Background: an optimization exercise with open tools, aiming at small area, a short achievable clock period and few clock cycles per item. Do not read the settings as production practice.
Function was checked by simulation only, so behaviour that the tests miss may differ from the original.

`design/flow/constraint.sdc`:
```
create_clock -name core_clock -period 11.0 [get_ports {i_clk}]
set_input_delay 2.2000 -clock core_clock [delete_from_list [all_inputs] [get_ports {i_clk}]]
set_output_delay 2.2000 -clock core_clock [all_outputs]
set_load 0.01 [all_outputs]
```
`design/flow/config.mk`:
```
export PLATFORM = sky130hd
export DESIGN_NAME = softmax_normalizer
export DESIGN_NICKNAME = softmax_normalizer
export VERILOG_FILES = /design/flow/design.v
export SDC_FILE = /design/flow/constraint.sdc
export NUM_CORES = 4
export LEC_CHECK = 0
export CAP_MARGIN = 20
export CORE_MARGIN = 2
export CORE_UTILIZATION = 40
export SLEW_MARGIN = 20
```
`design/flow/run.sh`:
```
#!/bin/bash
# synth_recipe.tcl (not shown) runs the flow's synth.tcl, then flattens the netlist and writes it again
# the make line also repeats each setting of config.mk as NAME=value (left out here)
make -C /OpenROAD-flow-scripts/flow DESIGN_CONFIG=/design/flow/config.mk WORK_HOME=/design/flow/orfs CLKGATE_MAP_FILE= SYNTH_SCRIPT=/design/flow/synth_recipe.tcl finish
```
`design/flow/design.v`:
```
package softmax_pkg;
    typedef enum logic [1:0] {
        ST_IDLE     = 2'd0,
        ST_WAIT_SUM = 2'd1,
        ST_DIV      = 2'd2,
        ST_SCALE    = 2'd3
    } state_e;
    localparam int unsigned IN_FRAC    = 12;
    localparam int unsigned SUM_FRAC   = 26;
    localparam int unsigned RECIP_FRAC = 16;
    localparam int unsigned OUT_FRAC   = 15;
    localparam int unsigned PROD_SHIFT = IN_FRAC + RECIP_FRAC - OUT_FRAC;
    localparam int unsigned SAT_EXP    = 10;
    localparam int unsigned SAT_THRESH = 1 << SAT_EXP;
endpackage
module recip_divider
#(
    parameter int unsigned SUM_W   = 32,
    parameter int unsigned RECIP_W = 32
) (
    input  logic               i_clk,
    input  logic               i_rst_n,
    input  logic               i_start,
    input  logic [SUM_W-1:0]   i_sum,
    output logic               o_done,
    output logic [RECIP_W-1:0] o_recip,
    output logic               o_sat
);
    localparam int unsigned CNT_W = $clog2(RECIP_W + 1);
    logic               busy_q,  busy_d;
    logic [CNT_W-1:0]   cnt_q,   cnt_d;
    logic [SUM_W-1:0]   div_q,   div_d;
    logic [SUM_W-1:0]   rem_q,   rem_d;
    logic [RECIP_W-2:0] quot_q,  quot_d;
    logic [RECIP_W-1:0] recip_q, recip_d;
    logic               sat_q,   sat_d;
    logic [SUM_W:0]     trial;
    logic [SUM_W:0]     diff;
    logic               ge;
    logic [RECIP_W-1:0] quot_next;
    always_comb begin
        trial     = {rem_q, 1'b0};
        diff      = trial - {1'b0, div_q};
        ge        = ~diff[SUM_W];
        quot_next = {quot_q, ge};
        o_done  = busy_q && (cnt_q == CNT_W'(1));
        busy_d  = busy_q;
        cnt_d   = cnt_q;
        div_d   = div_q;
        rem_d   = rem_q;
        quot_d  = quot_q;
        recip_d = recip_q;
        sat_d   = sat_q;
        if (i_start) begin
            busy_d = 1'b1;
            cnt_d  = CNT_W'(RECIP_W);
            div_d  = i_sum;
            rem_d  = SUM_W'(softmax_pkg::SAT_THRESH);
            quot_d = '0;
            sat_d  = 1'b0;
        end else if (busy_q) begin
            rem_d  = ge ? diff[SUM_W-1:0] : trial[SUM_W-1:0];
            quot_d = quot_next[RECIP_W-2:0];
            cnt_d  = cnt_q - 1'b1;
            if (o_done) begin
                busy_d  = 1'b0;
                sat_d   = (div_q <= SUM_W'(softmax_pkg::SAT_THRESH));
                recip_d = sat_d ? '1 : quot_next;
            end
        end
    end
    always_ff @(posedge i_clk or negedge i_rst_n) begin
        if (!i_rst_n) begin
            busy_q  <= 1'b0;
            cnt_q   <= '0;
            div_q   <= '0;
            rem_q   <= '0;
            quot_q  <= '0;
            recip_q <= '0;
            sat_q   <= 1'b0;
        end else begin
            busy_q  <= busy_d;
            cnt_q   <= cnt_d;
            div_q   <= div_d;
            rem_q   <= rem_d;
            quot_q  <= quot_d;
            recip_q <= recip_d;
            sat_q   <= sat_d;
        end
    end
    assign o_recip = recip_q;
    assign o_sat   = sat_q;
endmodule
module softmax_normalizer
#(
    parameter int unsigned N             = 32,
    parameter int unsigned IN_BIT_WIDTH  = 16,
    parameter int unsigned SUM_BIT_WIDTH = 32,
    parameter int unsigned RECIP_W       = 32,
    parameter int unsigned OUT_BIT_WIDTH = 16
) (
    input  logic                        i_clk,
    input  logic                        i_rst_n,
    input  logic                        i_vec_valid,
    output logic                        o_vec_ready,
    input  logic [IN_BIT_WIDTH*N-1:0]   i_data,
    input  logic                        i_sum_valid,
    input  logic [SUM_BIT_WIDTH-1:0]    i_sum,
    output logic                        o_valid,
    input  logic                        i_ready,
    output logic [OUT_BIT_WIDTH-1:0]    o_prob,
    output logic [$clog2(N)-1:0]        o_idx,
    output logic                        o_last,
    output logic                        o_busy,
    output logic                        o_recip_sat
);
    localparam int unsigned IDX_W  = $clog2(N);
    localparam int unsigned XW     = IN_BIT_WIDTH - 1;
    localparam int unsigned PROD_W = XW + RECIP_W;
    softmax_pkg::state_e                   state_q, state_d;
    logic [XW-1:0]            x_q [N];
    logic [XW-1:0]            x_d [N];
    logic                     valid_q, valid_d;
    logic                     last_q,  last_d;
    logic [OUT_BIT_WIDTH-1:0] prob_q,  prob_d;
    logic [IDX_W-1:0]         idx_q,   idx_d;
    logic                     div_start;
    logic                     div_done;
    logic [RECIP_W-1:0]       recip;
    logic                     recip_sat;
    logic [IDX_W-1:0]         nidx;
    logic [PROD_W-1:0]        prod;
    logic [PROD_W-1:0]        prod_sh;
    logic [OUT_BIT_WIDTH-1:0] prob_n;
    recip_divider #(
        .SUM_W   (SUM_BIT_WIDTH),
        .RECIP_W (RECIP_W)
    ) u_recip_divider (
        .i_clk   (i_clk),
        .i_rst_n (i_rst_n),
        .i_start (div_start),
        .i_sum   (i_sum),
        .o_done  (div_done),
        .o_recip (recip),
        .o_sat   (recip_sat)
    );
    always_comb begin
        nidx    = valid_q ? idx_q + 1'b1 : '0;
        prod    = PROD_W'(x_q[nidx]) * PROD_W'(recip);
        prod_sh = prod >> softmax_pkg::PROD_SHIFT;
        prob_n  = (|prod_sh[PROD_W-1:OUT_BIT_WIDTH]) ? '1 : prod_sh[OUT_BIT_WIDTH-1:0];
        state_d   = state_q;
        for (int i = 0; i < int'(N); i++) begin
            x_d[i] = x_q[i];
        end
        valid_d   = valid_q;
        last_d    = last_q;
        prob_d    = prob_q;
        idx_d     = idx_q;
        div_start = 1'b0;
        case (state_q)
            softmax_pkg::ST_IDLE: begin
                if (i_vec_valid) begin
                    for (int i = 0; i < int'(N); i++) begin
                        x_d[i] = i_data[i*IN_BIT_WIDTH + IN_BIT_WIDTH - 1]
                                 ? '0 : i_data[i*IN_BIT_WIDTH +: XW];
                    end
                    if (i_sum_valid) begin
                        div_start = 1'b1;
                        state_d   = softmax_pkg::ST_DIV;
                    end else begin
                        state_d   = softmax_pkg::ST_WAIT_SUM;
                    end
                end
            end
            softmax_pkg::ST_WAIT_SUM: begin
                if (i_sum_valid) begin
                    div_start = 1'b1;
                    state_d   = softmax_pkg::ST_DIV;
                end
            end
            softmax_pkg::ST_DIV: begin
                if (div_done) begin
                    state_d = softmax_pkg::ST_SCALE;
                end
            end
            softmax_pkg::ST_SCALE: begin
                if (valid_q && i_ready && last_q) begin
                    valid_d = 1'b0;
                    last_d  = 1'b0;
                    prob_d  = '0;
                    idx_d   = '0;
                    state_d = softmax_pkg::ST_IDLE;
                end else if (!valid_q || i_ready) begin
                    valid_d = 1'b1;
                    prob_d  = prob_n;
                    idx_d   = nidx;
                    last_d  = (nidx == IDX_W'(N - 1));
                end
            end
            default: state_d = softmax_pkg::ST_IDLE;
        endcase
    end
    always_ff @(posedge i_clk or negedge i_rst_n) begin
        if (!i_rst_n) begin
            state_q <= softmax_pkg::ST_IDLE;
            for (int i = 0; i < int'(N); i++) begin
                x_q[i] <= '0;
            end
            valid_q <= 1'b0;
            last_q  <= 1'b0;
            prob_q  <= '0;
            idx_q   <= '0;
        end else begin
            state_q <= state_d;
            for (int i = 0; i < int'(N); i++) begin
                x_q[i] <= x_d[i];
            end
            valid_q <= valid_d;
            last_q  <= last_d;
            prob_q  <= prob_d;
            idx_q   <= idx_d;
        end
    end
    assign o_vec_ready = (state_q == softmax_pkg::ST_IDLE);
    assign o_busy      = (state_q != softmax_pkg::ST_IDLE);
    assign o_valid     = valid_q;
    assign o_last      = last_q;
    assign o_prob      = prob_q;
    assign o_idx       = idx_q;
    assign o_recip_sat = recip_sat;
endmodule
```
==> metrics.yaml <==
status: "timing/DRC/antenna clean"
crit_path_frequent_cell: "fa_1"
yosys-top-cells-area: "dfrtp_1, fa_1, nand2_1"
cap_violations: 0
syn2layout_area_growth_pct: 23.1
critPathCaptureType: "flop"
grt_usage: 0.337
hold_viol: 0
row_count: 124
postCtsHoldBufs: 0
synth.top_cell.area_share: 0.349
grt_max_degree: 217
synthesis.nets: 6132
startpoint_type: "flop"
clk-insertion-delay-late_ps: 670
start_util: 0.402
cts_buffers: 75
syn_area_sq_um: 45900
antenna_found_initial: 13
rr_worst_depth: 35
crit_type: "reg2reg"
synth_area_leader_cell: "dfrtp_1"
die_h_um: 343
hpwl_mm: 158
overflow: 0
fin_setup_tns_ps: 0
clockBufferDepth: 3
setup_viol: 0
fin_worst_skew_ps: 26.4
ant_nets: 0
clock_sinks: 640
crit_path_top_delay_cell: "a222oi_1"
via_per_inst: 5.69
fin_nets: 6611
yosysSeqAreaShare: 0.349
fin_crit_ps: 10740
grt_pass1_wl_mm: 285
post-route-period-util: 0.976
die_x_um: 343
root_buffer: "clkbuf_16"
synthFlopType: "dfrtp_1"
wl_mm: 199
clk_pin_slew_worst_paths_ps: 60
ctsHtreeMaxLevel: 3
fp.coreArea_sq_um: 114000
ys_warn_count: 4
grt_pass1_vias: 40000
ys_ff_latch: 640
fmax_mhz: 93.1
avgSynthCellArea_sq_um: 9.09
hp-class: "reg2reg"
crit_path_max_fanout: 21
gp_congestion: 0.998
syn_inst: 5049
cts_tree: "built"
vias: 40500
rsz0062_at_grt: "false"
tightest_slew_ps: 1290
whs_path_depth: 2
cpPeakStageDelay_ps: 890
maxSlewHeadroom: 0.137
drt_iter0_drc: 4811
io_buffers: 574
detail_route.wl_per_cell_um: 28.0
cp_data_required_time_ps: 11540
async_flop_share: 1.00
dr.pass1.iters: 7
synth.distinct_cells: 86
utilization: 0.495
drc_errors: 0
finalMaxSlewViolations: 0
drive_above_1_share: 0.0615
die_area_sq_um: 117000
ios: 575
arrival_ps: 11280
synth_edf_count: 0
## final timing paths
check / startpoint / to / slack, ps
min in group asynchronous: i_rst_n / x_q[19][1]$_DFFE_PN0P_ / 1570
max in group asynchronous: i_rst_n / x_q[3][10]$_DFFE_PN0P_ / 7170
min: x_q[8][9]$_DFFE_PN0P_ / x_q[8][9]$_DFFE_PN0P_ / 470
max reg2reg: idx_q[1]$_DFFE_PN0P_ / prob_q[0]$_DFFE_PN0P_ / 260
min reg2reg: x_q[8][9]$_DFFE_PN0P_ / x_q[8][9]$_DFFE_PN0P_ / 470
max: idx_q[1]$_DFFE_PN0P_ / prob_q[0]$_DFFE_PN0P_ / 260
## per-stage QoR
step                      setup WS, ps  hold WS (ps)  area (sq um)  instances
after floorplan                   1210           430         45900       5049
after global placement           -78.2           450         53600       6957
after detailed placement         -71.4           456         53700       6960
after CTS                         14.1           469         56300       7102
after global routing              39.2           482         56500       7105
final                              264           467         56500       7112
## placed cells by master, fill, tap and decap left out, types with 9 or more instances in the layout
cell,n
a211oi_1,25
a21o_1,25
a21oi_1,71
a221oi_1,62
a222oi_1,14
a22o_1,67
a22oi_1,66
and2_1,174
and3_1,14
buf_12,19
buf_4,115
clkbuf_1,17
clkbuf_16,75
clkbuf_8,10
clkdlybuf4s50_1,572
clkinv_2,15
dfrtp_1,637
diode_2,10
fa_1,388
ha_1,145
inv_1,423
mux2i_1,67
nand2_1,1354
nand2b_1,12
nand3_1,29
nand3b_1,483
nand4_1,40
nor2_1,175
nor2_2,9
nor2b_1,19
nor3_1,22
nor4_1,16
nor4_2,9
o211ai_1,9
o21ai_0,138
o21ai_1,15
o31ai_1,12
o32a_1,11
xnor2_1,38
xor2_1,13
## cells in the mapped netlist (8+ instances only)
library cell and count:
nor3_1 25, a211oi_1 27, o21ai_0 141, a21o_1 25, a21oi_1 73, a22oi_1 67
inv_1 423, nand4_1 40, a22o_1 67, nand2b_1 12, clkbuf_1 291, nor2b_1 19
and3_1 15, fa_1 388, nand3b_1 483, nor4_1 16, a31oi_1 11, xor2_1 14
a21boi_0 8, o21ai_1 13, o211ai_1 9, a222oi_1 14, nand2_1 1355, and2_1 175
nand3_1 30, ha_1 146, nor4_2 9, xnor2_1 39, mux2i_1 68, o32a_1 12
dfrtp_1 640, a221oi_1 66, buf_2 9, o31ai_1 12, nor2_1 186
## sequential cells by signal (all words and copies together), names as in the netlist, 2 cells and up
signal / flops
x_q: 480
u_recip_divider.rem_q: 32
u_recip_divider.recip_q: 32
u_recip_divider.div_q: 32
u_recip_divider.quot_q: 31
prob_q: 16
state_q: 2
idx_q: 5
u_recip_divider.cnt_q: 6
## kinds of logic (layout without fill, tap and decap cells)
family / after synthesis / after routing / share of synthesized area
other: 0 / 10 / 0
multiplexers: 73 / 73 / 0.0161
buffers and inverters: 733 / 1274 / 0.0608
adder cells (fa/ha/maj): 534 / 534 / 0.209
AND/OR/NAND/NOR: 2395 / 2395 / 0.256
AO/OA/AOI/OAI: 621 / 621 / 0.0982
flip-flops: 640 / 640 / 0.349
XOR/XNOR: 53 / 53 / 0.0101
## final cells by class
cell class,count,area (sq um)
Fill cell,10900,57600
Timing Repair Buffer,712,7050
Multi-Input combinational cell,3676,27300
Inverter,423,1590
Antenna cell,10,25.0
Tap cell,1512,1890
Clock buffer,102,2080
Clock inverter,37,487
Sequential cell,640,16000
## timing repair
action	in CTS	in global routing
buffers inserted	3	0
endpoints found under the setup margin	16	16
pin swaps	1	4
resized for setup	4	31
## critical path, delay by kind of cell, from the launching register on
kind,cells,cell delay [ps]
adder cells (fa/ha/maj),8,3500
AO/OA/AOI/OAI,9,2820
AND/OR/NAND/NOR,12,2710
buffers and inverters,6,1040
flip-flops,1,460
## routing by layer
layer  vias to the layer above  GRT usage  part of all wire
li1                      17600          -                 -
met1                     20500      0.480              0.43
met2                      1952      0.504              0.44
met3                       377     0.0583             0.084
met4                         8      0.149             0.051
met5                         -          0           0.00030
Testbench counts, summed over its fixed seeds: cycles 25,344, vectors 384.

re-timing with driven ports:
Ports are ideal in the flow. The routed layout listed here was re-timed in OpenROAD. Step 1 sets driving cells, clkbuf_16 on the clock port and buf_2 on the other inputs (assumed; they add their load-dependent delay and slew). Step 2 adds t to the input delays and takes it off the output delays; t is the mean of the earliest and latest rising clock arrival at the registers after step 1. Input paths then give back, and output paths get back, about the clock's delay inside the block. Three values: ideal ports, drivers, drivers and shift; two values: the first two.
t, ns: 0.736
slack for setup (ns): 0.264 / 0.264 / 0.264
pins driven straight from the clock port: 1
After both steps this run still meets setup and hold. The setup slack of this run moves by 0.000 ns with the drivers and by 0.000 ns with both steps.
